Source: an optimization exercise on an open RTL-to-GDS flow (aim: small area). Production flows keep margins and buffers that such runs may drop.
Function was checked by simulation only, so behaviour that the tests miss may differ from the original.
Power is estimated from default activity; no workload was simulated.

Design write_back_buffer, start of the top module:
module write_back_buffer
#(
    parameter int  LINE_SIZE   = write_back_buffer_pkg::WBB_LINE_SIZE_DEF,
    parameter int  DEPTH       = write_back_buffer_pkg::WBB_DEPTH_DEF,
    localparam int OFFSET_BITS = write_back_buffer_pkg::wbb_offset_bits(LINE_SIZE),
    localparam int LA_BITS     = write_back_buffer_pkg::WBB_ADDR_BITS - OFFSET_BITS,
    localparam int DW          = LINE_SIZE * 8
) (
    input  logic               clk,
    input  logic               reset,
    input  logic               wb_valid,
    input  logic [LA_BITS-1:0] wb_line_addr,
    input  logic [DW-1:0]      wb_data,
    output logic               wb_ready,
    input  logic               rd_valid_in,
    input  logic [LA_BITS-1:0] rd_line_addr,
    output logic               rd_ready,
    output logic               rd_valid,
    output logic [DW-1:0]      rd_data,
    output logic               rd_fwd,
    output logic               mem_is_input_valid,
    output logic               mem_read,
    output logic               mem_write,
    output logic [LA_BITS-1:0] mem_addr,
    output logic [DW-1:0]      mem_din,
    input  logic               mem_ready,
    input  logic               mem_is_output_valid,
    input  logic [DW-1:0]      mem_dout
);
Size: about 670 flip-flops, roughly 30000 µm² of cells after synthesis.
clock: 6.0 ns
lec_check: 0
cap_margin: 20
core_margin: 2
core_utilization: 65
cts_buf_list: sky130_fd_sc_hd__clkbuf_16
cts_cluster_diameter: 80
cts_cluster_size: 30
place_density: 0.75
slew_margin: 20
synth_hierarchical: 1
standard.sh (not shown) runs the stock make flow with config.mk's settings and CLKGATE_MAP_FILE= SYNTH_SCRIPT=/design/flow/synth_recipe.tcl, a recipe that flattens the netlist after the stock synthesis.
==> flow/flow/run.sh <==
#!/bin/bash
# Standard ORFS layout (the standard.sh), with the port buffers that global placement
# inserts made as the smallest plain buffer instead of the tool's default pick.
set -euo pipefail
export BUFFER_PORTS_ARGS="-buffer_cell sky130_fd_sc_hd__buf_1"
bash standard.sh > standard_flow.log 2>&1
The baseline finished clean.
Next try:
--- a/flow/config.mk
+++ b/flow/config.mk
@@ -10,5 +10,5 @@
 export CORE_UTILIZATION = 65
-export CTS_BUF_LIST = sky130_fd_sc_hd__clkbuf_16
-export CTS_CLUSTER_DIAMETER = 80
-export CTS_CLUSTER_SIZE = 30
+export CTS_BUF_LIST = sky130_fd_sc_hd__clkbuf_8
+export CTS_CLUSTER_DIAMETER = 50
+export CTS_CLUSTER_SIZE = 16
 export PLACE_DENSITY = 0.75
Worst setup slack improves by 43 ps.
Synthesized area is unchanged.
Worst hold slack stays flat.
Global-route usage came out higher by 0.40 points.
Via count came out higher by 0.74%.
Core utilization came out higher by 0.48 points.
Next try:
--- a/flow/config.mk
+++ b/flow/config.mk
@@ -9,7 +9,7 @@
 export CORE_MARGIN = 2
-export CORE_UTILIZATION = 65
-export CTS_BUF_LIST = sky130_fd_sc_hd__clkbuf_8
-export CTS_CLUSTER_DIAMETER = 50
-export CTS_CLUSTER_SIZE = 16
-export PLACE_DENSITY = 0.75
+export CORE_UTILIZATION = 70
+export CTS_BUF_LIST = sky130_fd_sc_hd__clkbuf_16
+export CTS_CLUSTER_DIAMETER = 80
+export CTS_CLUSTER_SIZE = 30
+export PLACE_DENSITY = 0.8
 export SLEW_MARGIN = 20
What happened: The changed run passed the timing, DRC and antenna checks; via count barely changes; count of clock-buffer cells in the layout is lower by 31; final cell count is lower by 2.6%; final area is lower by 1.1%; first-iteration DRC count is higher by 14%; utilization is higher by 3.9 points; clock power is lower by 13%; combinational power stays flat.

* * *

Setup of ember:
The RTL this note starts from:
==> flow/design.v <==
package write_back_buffer_pkg;
    localparam int WBB_ADDR_BITS      = 32;
    localparam int WBB_LINE_SIZE_DEF  = 16;
    localparam int WBB_DEPTH_DEF      = 4;
    typedef enum logic {
        IDLE    = 1'b0,
        RD_WAIT = 1'b1
    } wbb_state_e;
    function automatic integer wbb_offset_bits(input integer line_size);
        wbb_offset_bits = $clog2(line_size);
    endfunction
endpackage
module wbb_match #(
    parameter int  DEPTH   = 4,
    parameter int  LA_BITS = 28
) (
    input  logic [DEPTH-1:0]              ent_vld,
    input  logic [DEPTH-1:0][LA_BITS-1:0] ent_addr,
    input  logic [LA_BITS-1:0]            key,
    output logic [DEPTH-1:0]              match
);
    always_comb begin
        for (int i = 0; i < DEPTH; i++) begin
            match[i] = ent_vld[i] && (ent_addr[i] == key);
        end
    end
endmodule
module write_back_buffer
#(
    parameter int  LINE_SIZE   = write_back_buffer_pkg::WBB_LINE_SIZE_DEF,
    parameter int  DEPTH       = write_back_buffer_pkg::WBB_DEPTH_DEF,
    localparam int OFFSET_BITS = write_back_buffer_pkg::wbb_offset_bits(LINE_SIZE),
    localparam int LA_BITS     = write_back_buffer_pkg::WBB_ADDR_BITS - OFFSET_BITS,
    localparam int DW          = LINE_SIZE * 8
) (
    input  logic               clk,
    input  logic               reset,
    input  logic               wb_valid,
    input  logic [LA_BITS-1:0] wb_line_addr,
    input  logic [DW-1:0]      wb_data,
    output logic               wb_ready,
    input  logic               rd_valid_in,
    input  logic [LA_BITS-1:0] rd_line_addr,
    output logic               rd_ready,
    output logic               rd_valid,
    output logic [DW-1:0]      rd_data,
    output logic               rd_fwd,
    output logic               mem_is_input_valid,
    output logic               mem_read,
    output logic               mem_write,
    output logic [LA_BITS-1:0] mem_addr,
    output logic [DW-1:0]      mem_din,
    input  logic               mem_ready,
    input  logic               mem_is_output_valid,
    input  logic [DW-1:0]      mem_dout
);
    localparam int PTR_W = $clog2(DEPTH);
    logic [DEPTH-1:0]              vld_q;
    logic [DEPTH-1:0][LA_BITS-1:0] addr_q;
    logic [DEPTH-1:0][DW-1:0]      data_q;
    logic [DEPTH-1:0]              head_q;      
    logic [PTR_W-1:0]              tail_q;
    logic                          wait_q;      
    logic                          pend_q;
    logic [LA_BITS-1:0]            pend_addr_q;
    logic [DEPTH-1:0]              fwd_q;       
    logic [DEPTH-1:0] wm, rm, head_oh, dwe, dhold, tail_oh, vld_d, fwd_d;
    logic full, nonempty, wb_hit, rd_hit_buf, same, wb_acc, rd_acc, rd_hit, read_req;
    logic go, issue_drain, issue_read, alloc, drain_hit_head;
    wbb_match #(.DEPTH(DEPTH), .LA_BITS(LA_BITS)) u_wb_match (
        .ent_vld  (vld_q),
        .ent_addr (addr_q),
        .key      (wb_line_addr),
        .match    (wm)
    );
    wbb_match #(.DEPTH(DEPTH), .LA_BITS(LA_BITS)) u_rd_match (
        .ent_vld  (vld_q),
        .ent_addr (addr_q),
        .key      (rd_line_addr),
        .match    (rm)
    );
    always_comb begin
        for (int i = 0; i < DEPTH; i++) begin
            tail_oh[i] = (tail_q == PTR_W'(i));
        end
        head_oh     = head_q;
        full        = &vld_q;
        nonempty    = |vld_q;
        wb_hit      = |wm;
        rd_hit_buf  = |rm;
        same        = (wb_line_addr == rd_line_addr);
        wb_ready    = !full || wb_hit;
        wb_acc      = wb_valid && wb_ready;
        rd_ready    = !wait_q && !pend_q;
        rd_acc      = rd_valid_in && rd_ready;
        rd_hit      = rd_hit_buf || (wb_acc && same);
        read_req    = (rd_acc && !rd_hit) || pend_q;
        go          = !wait_q && mem_ready;
        issue_drain = go && nonempty && (!read_req || full);
        issue_read  = go && read_req && !full;
        drain_hit_head = issue_drain && |(wm & head_oh);
        alloc       = wb_valid && ((!wb_hit && !full) || drain_hit_head);
        vld_d       = (vld_q & ~({DEPTH{issue_drain}} & head_oh)) | ({DEPTH{alloc}} & tail_oh);
        dwe         = ~vld_q | (wm & {DEPTH{wb_valid}});
        dhold       = vld_q & ~(wm & {DEPTH{wb_valid}});
        fwd_d       = rd_acc ? (rd_hit_buf ? rm : ((wb_acc && same) ? tail_oh : '0)) : '0;
    end
    always_ff @(posedge clk) begin
        if (reset) begin
            vld_q  <= '0;
            head_q <= DEPTH'(1);
            tail_q <= '0;
            wait_q <= 1'b0;
            pend_q <= 1'b0;
            fwd_q  <= '0;
        end else begin
            vld_q  <= vld_d;
            if (issue_drain) head_q <= {head_q[DEPTH-2:0], head_q[DEPTH-1]};
            tail_q <= tail_q + PTR_W'(alloc);
            wait_q <= wait_q ? !mem_is_output_valid : issue_read;
            pend_q <= read_req && !issue_read;
            fwd_q  <= fwd_d;
        end
    end
    always_ff @(posedge clk) begin
        for (int i = 0; i < DEPTH; i++) begin
            if (!vld_q[i]) addr_q[i] <= wb_line_addr;
            data_q[i] <= ({DW{dwe[i]}} & wb_data) | ({DW{dhold[i]}} & data_q[i]);
        end
        if (!pend_q) pend_addr_q <= rd_line_addr;
    end
    always_comb begin
        rd_data = wait_q ? mem_dout : '0;
        mem_din = '0;
        mem_addr = (pend_q && !full) ? pend_addr_q : ((!pend_q && read_req && !full) ? rd_line_addr : '0);
        for (int i = 0; i < DEPTH; i++) begin
            rd_data = rd_data | ({DW{fwd_q[i]}} & data_q[i]);
            mem_din = mem_din | ({DW{head_oh[i]}} & data_q[i]);
            mem_addr = mem_addr | ({LA_BITS{head_oh[i] && !(read_req && !full)}} & addr_q[i]);
        end
    end
    assign rd_fwd             = |fwd_q;
    assign rd_valid           = rd_fwd || (wait_q && mem_is_output_valid);
    assign mem_is_input_valid = issue_read || issue_drain;
    assign mem_read           = issue_read;
    assign mem_write          = issue_drain;
endmodule
==> flow/config.mk <==
export PLATFORM = sky130hd
export DESIGN_NAME = write_back_buffer
export DESIGN_NICKNAME = write_back_buffer
export VERILOG_FILES = /design/flow/design.v
export SDC_FILE = /design/flow/constraint.sdc
export NUM_CORES = 4
export LEC_CHECK = 0
export CAP_MARGIN = 20
export CORE_MARGIN = 2
export CORE_UTILIZATION = 40
export CTS_BUF_LIST = sky130_fd_sc_hd__clkbuf_8
export SLEW_MARGIN = 20
==> flow/constraint.sdc <==
create_clock -name core_clock -period 6.0 [get_ports {clk}]
set_input_delay 1.2000 -clock core_clock [delete_from_list [all_inputs] [get_ports {clk}]]
set_output_delay 1.2000 -clock core_clock [all_outputs]
set_load 0.01 [all_outputs]
Scripts as last shown in full above: flow/flow/run.sh
Here is what was changed in the inputs of willow compared with ember.
- putting CTS_CLUSTER_SIZE at 16 where nothing was set
- putting CTS_CLUSTER_DIAMETER at 50 where nothing was set
- swapping 40 for 55 in CORE_UTILIZATION
==> comparison <==
Going from ember to willow, the worst-path maximum fanout was found to have gone up by 1. [compare] base=ember new=willow: H-tree depth fell by 1; post-route met1 wirelength fell by about 12%. Diff ember -> willow | fmax | decrease of about 1.5%. Post-route clock period utilization (lower): ember. Compared with ember, in willow count of inserted tapcells has decreased, global-route track usage on met1 has increased.
Setup changes, willow to delta
- swapping sky130_fd_sc_hd__clkbuf_8 for sky130_fd_sc_hd__clkbuf_16 in CTS_BUF_LIST
- swapping 16 for 30 in CTS_CLUSTER_SIZE
- swapping 50 for 60 in CTS_CLUSTER_DIAMETER
- swapping 55 for 40 in CORE_UTILIZATION
Findings:
delta against willow: number of DRC markers in iteration 0 -52; clock network power share +5.4 points; total met3 wirelength after detailed routing -7.6%; worst-margin pin slew -0.12 ns.
Per the comparison of delta with willow, effective utilization at floorplan lower; worst-case setup slack after placement has increased; final standard cell area without fillers rose by 3.2%; aggregate routed wire length climbed about 7%; initial antenna violation count went down 37%.
Relative to willow, share of post-route cells with drive strength above 1 has increased by 0.57 points in delta.
From willow to delta, number of synthesized flops with an enable pin did not move at all.
Edits applied to the flow inputs when going from delta to raven:
- CTS_BUF_LIST: sky130_fd_sc_hd__clkbuf_16 -> sky130_fd_sc_hd__clkbuf_8
- CTS_CLUSTER_SIZE: 30 -> 18
==> run summary <==
On minimum hold slack, raven does better than delta. Going from delta to raven, synthesized flop and latch total barely changed; multi-input combinational area share has increased; total power fell 8.5%. Compared to delta, raven leaves more free space in the core. Row clock-buffer cell count: raven higher / delta lower. raven against delta: wire length of the first global-routing pass flat, number of ordinary inverters in the final layout now sits at about the same level, shortest period the worst path allows +0.040 ns.

[static timing again, ports no longer ideal]
Ports are ideal in the flow. The routed layouts listed here were re-timed in OpenROAD. Step 1, drivers: a clkbuf_16 drives clk and a buf_2 each remaining input, both assumed. Step 2 adds t to the input delays and takes it off the output delays; t is the mean of the earliest and latest rising clock arrival at the registers after step 1. Input paths then give back, and output paths get back, about the clock's delay inside the block. a / b / c = ideal ports / drivers / drivers and shift; a / b = the first two.
run	t (ns)	setup slack, ns	worst setup path at the end	clock arrival spread, ns
the first run of note 1	0.695	0.321 / 0.290 / 0.290	input to output	0.062 / 0.062
the second run of note 1	0.770	0.365 / 0.335 / 0.335	input to output	0.045 / 0.045
the third run of note 1	0.697	0.298 / 0.271 / 0.271	input to output	0.045 / 0.045
ember	0.809	0.641 / 0.585 / 0.585	input to output	0.083 / 0.083
willow	0.780	0.557 / 0.497 / 0.497	input to output	0.056 / 0.056
delta	0.696	0.692 / 0.637 / 0.637	input to output	0.053 / 0.053
raven	0.764	0.653 / 0.597 / 0.597	input to output	0.087 / 0.087
After both steps setup and hold are still met in every run listed. For willow, which loses most, drivers alone change the setup slack by -0.060 ns; drivers and shift together by -0.060 ns.
